Background: an optimization exercise with open tools, aiming at small area, a short achievable clock period and few clock cycles per item. Do not read the settings as production practice.
Only simulation tests tie the RTL to the original design; equivalence was not proved.
Power and IR drop assume default switching activity.

==> job 9966 <==
## conv_engine
module conv_engine (
  input  logic                 clock,
  input  logic                 reset,
  input  conv_pkg::pixel_t     pixel_in,
  input  logic                 pixel_strobe,
  input  conv_pkg::weight_t    weight_in,
  input  conv_pkg::tap_index_t weight_addr,
  input  logic                 weight_strobe,
  input  conv_pkg::result_t    bias_in,
  input  logic                 relu_enable,
  output conv_pkg::result_t    result_out,
  output logic                 result_valid,
  output logic                 overflow
);
  logic [8:0][11:0]   enc;
  logic [8:0][7:0]    pn;
  logic               window_valid;
  logic signed [15:0] bias_r;
  logic               relu_r;
  logic        [18:0] row_a, row_b;
  logic               tree_valid;
  kernel_loader kernel_loader_inst (
    .clock         (clock),
    .reset         (reset),
    .weight_in     (weight_in),
    .weight_addr   (weight_addr),
    .weight_strobe (weight_strobe),
    .enc           (enc)
  );
  window_shifter window_shifter_inst (
    .clock        (clock),
    .reset        (reset),
    .pixel_in     (pixel_in),
    .pixel_strobe (pixel_strobe),
    .pn           (pn),
    .window_valid (window_valid)
  );
  always_ff @(posedge clock) begin
  ...
==> module conv_result, before the edit <==
module conv_result (
  input  logic              clock,
  input  logic              reset,
  input  logic [18:0]       row_a,
  input  logic [18:0]       row_b,
  input  logic              valid,
  input  logic              relu_enable,
  output logic signed [15:0] result_out,
  output logic              result_valid,
  output logic              overflow
);
  logic signed [18:0] s;
  logic               s_valid;
  logic               zero;
  logic               clip;
  logic signed [15:0] sat;
  always_ff @(posedge clock) s <= row_a + row_b;
  always_ff @(posedge clock or negedge reset) begin
    if (!reset) s_valid <= 1'b0;
    else        s_valid <= valid;
  end
  assign zero = relu_enable && s[18];
  assign clip = !zero && (s[18:15] != 4'b0000) && (s[18:15] != 4'b1111);
  assign sat  = zero ? 16'sd0 : clip ? {s[18], {15{!s[18]}}} : s[15:0];
  always_ff @(posedge clock) result_out <= sat;
  always_ff @(posedge clock or negedge reset) begin
    if (!reset) begin
      result_valid <= 1'b0;
      overflow     <= 1'b0;
    end else begin
      result_valid <= s_valid;
      overflow     <= s_valid && clip;
    end
  end
endmodule
clock: 5.5 ns
lec_check: 0
abc_area: 1
cap_margin: 20
core_margin: 2
core_utilization: 30
setup_slack_margin: 3.2
slew_margin: 20
tns_end_percent: 20
standard.sh (not shown) runs the stock make flow with config.mk's settings and CLKGATE_MAP_FILE= SYNTH_SCRIPT=/design/flow/synth_recipe.tcl, a recipe that flattens the netlist after the stock synthesis.
==> flow/flow/run.sh <==
#!/bin/bash
# Standard layout, with one netlist clean-up between synthesis and floorplan:
# fixinv.py removes inverters between full adders by choosing each adder's
# polarity (registers and all other cells are kept as synthesized).
set -euo pipefail
work=$PWD
res=$work/orfs/results/$FLOW_PLATFORM/conv_engine/base

bash standard.sh synth > synth.log 2>&1
python3 flow/fixinv.py "$res/1_2_yosys.v" "$work/1_2_yosys.fixinv.v" > fixinv.log 2>&1
cp "$work/1_2_yosys.fixinv.v" "$res/1_2_yosys.v"
rm -f "$res/1_synth.odb" "$res/1_synth.sdc"
bash standard.sh finish > layout.log 2>&1
==> flow/flow/fixinv.py <==
#!/usr/bin/env python3
"""Remove inverters between full adders of a flat sky130 gate netlist.

A full adder computes the complements of both its outputs when all three of
its inputs are complemented.  Every full adder gets a polarity (taken as is,
or fed complemented inputs and read as complemented outputs), chosen by local
search to need as few inverters as possible; the inverters are then rebuilt:
at most one per net, where some load needs the complement.  Registers and
every other cell keep their names, types and function.

usage: fixinv.py IN.v OUT.v
"""
import re
import sys
from collections import defaultdict

OUT_PINS = {"X", "Y", "Q", "Q_N", "SUM", "COUT", "HI", "LO"}
INV_RE = re.compile(r"sky130_fd_sc_hd__(clk)?inv_\d+$")
FA_RE = re.compile(r"sky130_fd_sc_hd__fa_\d+$")
INST_RE = re.compile(r"^(\s*)(sky130_fd_sc_hd__\w+)\s+(\S+)\s*\((.*?)\);", re.M | re.S)
PIN_RE = re.compile(r"\.(\w+)\(([^()]*)\)")


def main():
    src, dst = sys.argv[1], sys.argv[2]
    text = open(src).read()
    insts = []
    for m in INST_RE.finditer(text):
        pins = [(p, n.strip()) for p, n in PIN_RE.findall(m.group(4))]
        insts.append({"span": m.span(), "indent": m.group(1), "type": m.group(2),
                      "name": m.group(3), "pins": pins})

    # ports: names in the module header's output declarations
    out_ports = set()
    for m in re.finditer(r"^\s*output\s+(\[[^\]]+\]\s*)?(\S+);", text, re.M):
        rng, name = m.group(1), m.group(2)
        if rng:
            hi, lo = [int(x) for x in rng.strip()[1:-1].split(":")]
            for i in range(min(hi, lo), max(hi, lo) + 1):
                out_ports.add(f"{name}[{i}]")
        else:
            out_ports.add(name)

    driver = {}
    loads = defaultdict(list)  # net -> [(inst index, pin)]
    for k, c in enumerate(insts):
        for p, n in c["pins"]:
            if p in OUT_PINS:
                driver[n] = (k, p)
            else:
                loads[n].append((k, p))

    # removable inverters: output drives only cell pins, not a port
    removable = set()
    for k, c in enumerate(insts):
        if INV_RE.match(c["type"]):
            y = dict(c["pins"]).get("Y")
            if y is not None and y not in out_ports and loads[y]:
                removable.add(k)

    def root(net):
        par = 0
        seen = 0
        while net in driver and driver[net][0] in removable and seen < 64:
            k = driver[net][0]
            net = dict(insts[k]["pins"])["A"]
            par ^= 1
            seen += 1
        return net, par

    fa = [k for k, c in enumerate(insts) if FA_RE.match(c["type"])]
    is_fa = set(fa)
    # sinks: (root net, parity, sink inst or None, pin)
    sinks = []
    for k, c in enumerate(insts):
        if k in removable:
            continue
        for p, n in c["pins"]:
            if p in OUT_PINS:
                continue
            r, par = root(n)
            sinks.append((r, par, k, p))
    # inverters feeding output ports stay, their inputs are sinks already

    flip = defaultdict(int)
    by_root = defaultdict(list)
    for s in sinks:
        by_root[s[0]].append(s)
    src_of = {}
    for r in by_root:
        if r in driver and driver[r][0] in is_fa:
            src_of[r] = driver[r][0]
    # the nets touching each full adder
    fa_nets = defaultdict(set)
    for r, lst in by_root.items():
        if r in src_of:
            fa_nets[src_of[r]].add(r)
        for s in lst:
            if s[2] in is_fa:
                fa_nets[s[2]].add(r)

    def net_cost(r):
        f_src = flip[src_of[r]] if r in src_of else 0
        need = False
        for (_, par, k, _) in by_root[r]:
            f_snk = flip[k] if k in is_fa else 0
            if par ^ f_src ^ f_snk:
                need = True
                break
        return 1 if need else 0

    def total():
        return sum(net_cost(r) for r in by_root)

    before = total()
    # simulated annealing over the polarities, seeded for a repeatable result
    import math
    import random
    rng = random.Random(1)
    cur = before
    best = cur
    best_flip = dict(flip)
    steps = 4000 * max(1, len(fa))
    temp0, temp1 = 2.0, 0.05
    for step in range(steps):
        temp = temp0 * (temp1 / temp0) ** (step / steps)
        x = fa[rng.randrange(len(fa))]
        nets = fa_nets[x]
        old = sum(net_cost(r) for r in nets)
        flip[x] ^= 1
        new = sum(net_cost(r) for r in nets)
        d = new - old
        if d <= 0 or rng.random() < math.exp(-d / temp):
            cur += d
            if cur < best:
                best = cur
                best_flip = dict(flip)
        else:
            flip[x] ^= 1
    flip.clear()
    flip.update(best_flip)
    passes = steps
    after = total()

    # rebuild: new pin connections and inverters
    newpin = {}  # (inst, pin) -> net
    inv_of = {}
    add = []
    count = 0
    for r, lst in by_root.items():
        f_src = flip[src_of[r]] if r in src_of else 0
        for (_, par, k, p) in lst:
            f_snk = flip[k] if k in is_fa else 0
            if par ^ f_src ^ f_snk:
                if r not in inv_of:
                    count += 1
                    nn = f"_fixinv_{count}_"
                    inv_of[r] = nn
                    add.append((r, nn))
                newpin[(k, p)] = inv_of[r]
            else:
                newpin[(k, p)] = r

    out = []
    pos = 0
    for k, c in enumerate(insts):
        a, b = c["span"]
        out.append(text[pos:a])
        pos = b
        if k in removable:
            continue
        pins = []
        for p, n in c["pins"]:
            pins.append((p, newpin.get((k, p), n)))
        body = ",\n".join(f"    .{p}({n}{' ' if n.startswith(chr(92)) else ''})" for p, n in pins)
        out.append(f"{c['indent']}{c['type']} {c['name']} (\n{body}\n  );")
    out.append(text[pos:])
    res = "".join(out)
    decl = "".join(f"  wire {nn};\n" for _, nn in add)
    cells = "".join(
        f"  sky130_fd_sc_hd__inv_1 {nn}inv (\n    .A({r}{' ' if r.startswith(chr(92)) else ''}),\n    .Y({nn})\n  );\n"
        for r, nn in add)
    i = res.rindex("endmodule")
    res = res[:i] + cells + res[i:]
    # declare the new wires after the module header
    j = res.index(";", res.index("module ")) + 1
    res = res[:j] + "\n" + decl + res[j:]
    open(dst, "w").write(res)
    nfl = sum(flip[x] for x in fa)
    print(f"fixinv: {len(removable)} inverters before, {len(add)} after "
          f"(cost {before} -> {after}), {nfl} of {len(fa)} full adders flipped, {passes} passes")


if __name__ == "__main__":
    main()
==> job 8196 (differences from job 9966) <==
--- a/flow/design.v
+++ b/flow/design.v
@@ -1674,15 +1674,10 @@
   output logic              overflow
 );
   logic signed [18:0] s;
-  logic               s_valid;
   logic               zero;
   logic               clip;
   logic signed [15:0] sat;
-  always_ff @(posedge clock) s <= row_a + row_b;
-  always_ff @(posedge clock or negedge reset) begin
-    if (!reset) s_valid <= 1'b0;
-    else        s_valid <= valid;
-  end
+  assign s    = row_a + row_b;
   assign zero = relu_enable && s[18];
   assign clip = !zero && (s[18:15] != 4'b0000) && (s[18:15] != 4'b1111);
   assign sat  = zero ? 16'sd0 : clip ? {s[18], {15{!s[18]}}} : s[15:0];
@@ -1692,8 +1687,8 @@
       result_valid <= 1'b0;
       overflow     <= 1'b0;
     end else begin
-      result_valid <= s_valid;
-      overflow     <= s_valid && clip;
+      result_valid <= valid;
+      overflow     <= valid && clip;
     end
   end
 endmodule
--- a/flow/flow/run.sh
+++ b/flow/flow/run.sh
@@ -10,4 +10,6 @@
 python3 flow/fixinv.py "$res/1_2_yosys.v" "$work/1_2_yosys.fixinv.v" > fixinv.log 2>&1
 cp "$work/1_2_yosys.fixinv.v" "$res/1_2_yosys.v"
 rm -f "$res/1_synth.odb" "$res/1_synth.sdc"
-bash standard.sh finish > layout.log 2>&1
+# clock tree without dummy loads
+# ports buffered with plain buffers (the default pick is a delay cell)
+bash standard.sh CTS_ARGS="-sink_clustering_enable -repair_clock_nets -dont_use_dummy_load" BUFFER_PORTS_ARGS="-buffer_cell sky130_fd_sc_hd__buf_2" finish > layout.log 2>&1
--- a/flow/flow/fixinv.py
+++ b/flow/flow/fixinv.py
@@ -3,8 +3,8 @@
 
 A full adder computes the complements of both its outputs when all three of
 its inputs are complemented.  Every full adder gets a polarity (taken as is,
-or fed complemented inputs and read as complemented outputs), chosen by local
-search to need as few inverters as possible; the inverters are then rebuilt:
+or fed complemented inputs and read as complemented outputs), and so does every
+xor2 (by becoming an xnor2 of the same size), chosen by simulated annealing to need as few inverters as possible; the inverters are then rebuilt:
 at most one per net, where some load needs the complement.  Registers and
 every other cell keep their names, types and function.
 
@@ -17,6 +17,7 @@
 OUT_PINS = {"X", "Y", "Q", "Q_N", "SUM", "COUT", "HI", "LO"}
 INV_RE = re.compile(r"sky130_fd_sc_hd__(clk)?inv_\d+$")
 FA_RE = re.compile(r"sky130_fd_sc_hd__fa_\d+$")
+XOR_RE = re.compile(r"sky130_fd_sc_hd__x(n?)or2_(\d+)$")
 INST_RE = re.compile(r"^(\s*)(sky130_fd_sc_hd__\w+)\s+(\S+)\s*\((.*?)\);", re.M | re.S)
 PIN_RE = re.compile(r"\.(\w+)\(([^()]*)\)")
 
@@ -70,6 +71,10 @@
 
     fa = [k for k, c in enumerate(insts) if FA_RE.match(c["type"])]
     is_fa = set(fa)
+    # an xor2 turned into an xnor2 (same size) complements its output, so it
+    # can take a polarity too, with no condition on its inputs
+    xors = [k for k, c in enumerate(insts) if XOR_RE.match(c["type"])]
+    movable = fa + xors
     # sinks: (root net, parity, sink inst or None, pin)
     sinks = []
     for k, c in enumerate(insts):
@@ -88,7 +93,7 @@
         by_root[s[0]].append(s)
     src_of = {}
     for r in by_root:
-        if r in driver and driver[r][0] in is_fa:
+        if r in driver and (driver[r][0] in is_fa or XOR_RE.match(insts[driver[r][0]]["type"])):
             src_of[r] = driver[r][0]
     # the nets touching each full adder
     fa_nets = defaultdict(set)
@@ -120,11 +125,11 @@
     cur = before
     best = cur
     best_flip = dict(flip)
-    steps = 4000 * max(1, len(fa))
+    steps = 4000 * max(1, len(movable))
     temp0, temp1 = 2.0, 0.05
     for step in range(steps):
         temp = temp0 * (temp1 / temp0) ** (step / steps)
-        x = fa[rng.randrange(len(fa))]
+        x = movable[rng.randrange(len(movable))]
         nets = fa_nets[x]
         old = sum(net_cost(r) for r in nets)
         flip[x] ^= 1
@@ -169,9 +174,18 @@
         pos = b
         if k in removable:
             continue
+        if k in xors and flip[k]:
+            m = XOR_RE.match(c["type"])
+            assert m
+            c["type"] = f"sky130_fd_sc_hd__{'x' if m.group(1) else 'xn'}or2_{m.group(2)}"
+        swapped = k in xors and flip[k]
         pins = []
         for p, n in c["pins"]:
-            pins.append((p, newpin.get((k, p), n)))
+            q = p
+            if swapped and p in ("X", "Y"):
+                # xor2's output pin is X, xnor2's is Y
+                q = "Y" if p == "X" else "X"
+            pins.append((q, newpin.get((k, p), n)))
         body = ",\n".join(f"    .{p}({n}{' ' if n.startswith(chr(92)) else ''})" for p, n in pins)
         out.append(f"{c['indent']}{c['type']} {c['name']} (\n{body}\n  );")
     out.append(text[pos:])
@@ -187,8 +201,9 @@
     res = res[:j] + "\n" + decl + res[j:]
     open(dst, "w").write(res)
     nfl = sum(flip[x] for x in fa)
+    nxf = sum(flip[x] for x in xors)
     print(f"fixinv: {len(removable)} inverters before, {len(add)} after "
-          f"(cost {before} -> {after}), {nfl} of {len(fa)} full adders flipped, {passes} passes")
+          f"(cost {before} -> {after}), {nfl} of {len(fa)} full adders flipped, {nxf} of {len(xors)} xor2 swapped")
 
 
 if __name__ == "__main__":
==> job 3685 (differences from job 9966) <==
--- a/flow/design.v
+++ b/flow/design.v
@@ -1674,15 +1674,10 @@
   output logic              overflow
 );
   logic signed [18:0] s;
-  logic               s_valid;
   logic               zero;
   logic               clip;
   logic signed [15:0] sat;
-  always_ff @(posedge clock) s <= row_a + row_b;
-  always_ff @(posedge clock or negedge reset) begin
-    if (!reset) s_valid <= 1'b0;
-    else        s_valid <= valid;
-  end
+  assign s    = row_a + row_b;
   assign zero = relu_enable && s[18];
   assign clip = !zero && (s[18:15] != 4'b0000) && (s[18:15] != 4'b1111);
   assign sat  = zero ? 16'sd0 : clip ? {s[18], {15{!s[18]}}} : s[15:0];
@@ -1692,8 +1687,8 @@
       result_valid <= 1'b0;
       overflow     <= 1'b0;
     end else begin
-      result_valid <= s_valid;
-      overflow     <= s_valid && clip;
+      result_valid <= valid;
+      overflow     <= valid && clip;
     end
   end
 endmodule
--- a/flow/flow/fixinv.py
+++ b/flow/flow/fixinv.py
@@ -3,8 +3,8 @@
 
 A full adder computes the complements of both its outputs when all three of
 its inputs are complemented.  Every full adder gets a polarity (taken as is,
-or fed complemented inputs and read as complemented outputs), chosen by local
-search to need as few inverters as possible; the inverters are then rebuilt:
+or fed complemented inputs and read as complemented outputs), and so does every
+xor2 (by becoming an xnor2 of the same size), chosen by simulated annealing to need as few inverters as possible; the inverters are then rebuilt:
 at most one per net, where some load needs the complement.  Registers and
 every other cell keep their names, types and function.
 
@@ -17,6 +17,7 @@
 OUT_PINS = {"X", "Y", "Q", "Q_N", "SUM", "COUT", "HI", "LO"}
 INV_RE = re.compile(r"sky130_fd_sc_hd__(clk)?inv_\d+$")
 FA_RE = re.compile(r"sky130_fd_sc_hd__fa_\d+$")
+XOR_RE = re.compile(r"sky130_fd_sc_hd__x(n?)or2_(\d+)$")
 INST_RE = re.compile(r"^(\s*)(sky130_fd_sc_hd__\w+)\s+(\S+)\s*\((.*?)\);", re.M | re.S)
 PIN_RE = re.compile(r"\.(\w+)\(([^()]*)\)")
 
@@ -70,6 +71,10 @@
 
     fa = [k for k, c in enumerate(insts) if FA_RE.match(c["type"])]
     is_fa = set(fa)
+    # an xor2 turned into an xnor2 (same size) complements its output, so it
+    # can take a polarity too, with no condition on its inputs
+    xors = [k for k, c in enumerate(insts) if XOR_RE.match(c["type"])]
+    movable = fa + xors
     # sinks: (root net, parity, sink inst or None, pin)
     sinks = []
     for k, c in enumerate(insts):
@@ -88,7 +93,7 @@
         by_root[s[0]].append(s)
     src_of = {}
     for r in by_root:
-        if r in driver and driver[r][0] in is_fa:
+        if r in driver and (driver[r][0] in is_fa or XOR_RE.match(insts[driver[r][0]]["type"])):
             src_of[r] = driver[r][0]
     # the nets touching each full adder
     fa_nets = defaultdict(set)
@@ -120,11 +125,11 @@
     cur = before
     best = cur
     best_flip = dict(flip)
-    steps = 4000 * max(1, len(fa))
+    steps = 4000 * max(1, len(movable))
     temp0, temp1 = 2.0, 0.05
     for step in range(steps):
         temp = temp0 * (temp1 / temp0) ** (step / steps)
-        x = fa[rng.randrange(len(fa))]
+        x = movable[rng.randrange(len(movable))]
         nets = fa_nets[x]
         old = sum(net_cost(r) for r in nets)
         flip[x] ^= 1
@@ -169,9 +174,18 @@
         pos = b
         if k in removable:
             continue
+        if k in xors and flip[k]:
+            m = XOR_RE.match(c["type"])
+            assert m
+            c["type"] = f"sky130_fd_sc_hd__{'x' if m.group(1) else 'xn'}or2_{m.group(2)}"
+        swapped = k in xors and flip[k]
         pins = []
         for p, n in c["pins"]:
-            pins.append((p, newpin.get((k, p), n)))
+            q = p
+            if swapped and p in ("X", "Y"):
+                # xor2's output pin is X, xnor2's is Y
+                q = "Y" if p == "X" else "X"
+            pins.append((q, newpin.get((k, p), n)))
         body = ",\n".join(f"    .{p}({n}{' ' if n.startswith(chr(92)) else ''})" for p, n in pins)
         out.append(f"{c['indent']}{c['type']} {c['name']} (\n{body}\n  );")
     out.append(text[pos:])
@@ -187,8 +201,9 @@
     res = res[:j] + "\n" + decl + res[j:]
     open(dst, "w").write(res)
     nfl = sum(flip[x] for x in fa)
+    nxf = sum(flip[x] for x in xors)
     print(f"fixinv: {len(removable)} inverters before, {len(add)} after "
-          f"(cost {before} -> {after}), {nfl} of {len(fa)} full adders flipped, {passes} passes")
+          f"(cost {before} -> {after}), {nfl} of {len(fa)} full adders flipped, {nxf} of {len(xors)} xor2 swapped")
 
 
 if __name__ == "__main__":
--- a/flow/config.mk
+++ b/flow/config.mk
@@ -8,7 +8,7 @@
 export ABC_AREA = 1
 export CAP_MARGIN = 20
 export CORE_MARGIN = 2
-export CORE_UTILIZATION = 30
+export CORE_UTILIZATION = 45
 export SETUP_SLACK_MARGIN = 3.2
 export SLEW_MARGIN = 20
 export TNS_END_PERCENT = 20
==> run notes <==
	job 3685	job 8196	job 9966
Result of the run	complete, no violations	complete, no violations	complete, no violations
Total clock network power	4.28 mW	3.37 mW	4.56 mW
NumNets Final	2,585	2,579	2,743
Number of violations reported at the end of detailed-routing iteration 0	1,682	1,972	1,780
Buffers excl. clock	175	169	144
Met2 usage	0.395	0.266	0.242
Synthesized area per cell	13.4 um2	13.4 um2	12.8 um2
Register-to-register setup slack	3.11 ns	3.14 ns	3.10 ns
Period minus WS final	2.39 ns	2.36 ns	2.40 ns
Effective utilization at floorplan	0.456	0.303	0.303
CP startpoint	kernel_loader_inst.enc[74]	kernel_loader_inst.enc[107]	kernel_loader_inst.enc[65]
Switching power	8.28 mW	8.12 mW	7.97 mW
Post-detailed-route via-to-cell ratio	5.44	4.78	4.60
Total sequential power	6.95 mW	6.96 mW	7.21 mW
Tcrit/Tclk final	0.435	0.429	0.437
Area share of buffers outside the clock network	0.0457	0.0365	0.0366
Worst path buffer plus inverter count	1	1	3
Number of global-route vias before repair	16,500	16,700	16,700
Gate count of the mapped netlist	2,098	2,098	2,281
Nonclk inv count	94	94	255
Testbench counts of job 9966, summed over its fixed seeds: cycles 16,424, results 16,240.
Testbench counts of job 8196, summed over its fixed seeds: cycles 16,416, results 16,240.
Testbench counts of job 3685, summed over its fixed seeds: cycles 16,416, results 16,240.

==> static timing again, ports no longer ideal <==
The results above use ideal ports. As a check the final layouts listed here were re-extracted and re-timed, cells and wires unchanged. Step 1 sets driving cells, clkbuf_16 on the clock port and buf_2 on the other inputs (assumed; they add their load-dependent delay and slew). Step 2 also shifts input and output timing later by t, the mid clock arrival at the registers, as if the neighbouring blocks saw the same clock. Three values: no drivers, after step 1, after step 2; two values: the first two.
run	shift t [ns]	setup slack, ns	worst hold slack (ns)	worst setup path after step 2	slew at the worst register clock pin (ns)
job 9966	0.681	3.096 / 3.096 / 3.096	0.325 / 0.325 / 0.325	register to register	0.07 / 0.07
job 8196	0.665	3.142 / 3.142 / 3.142	0.327 / 0.327 / 0.327	register to register	0.06 / 0.06
job 3685	0.688	3.107 / 3.107 / 3.107	0.328 / 0.328 / 0.328	register to register	0.07 / 0.07
After both steps setup and hold are still met in every run listed.
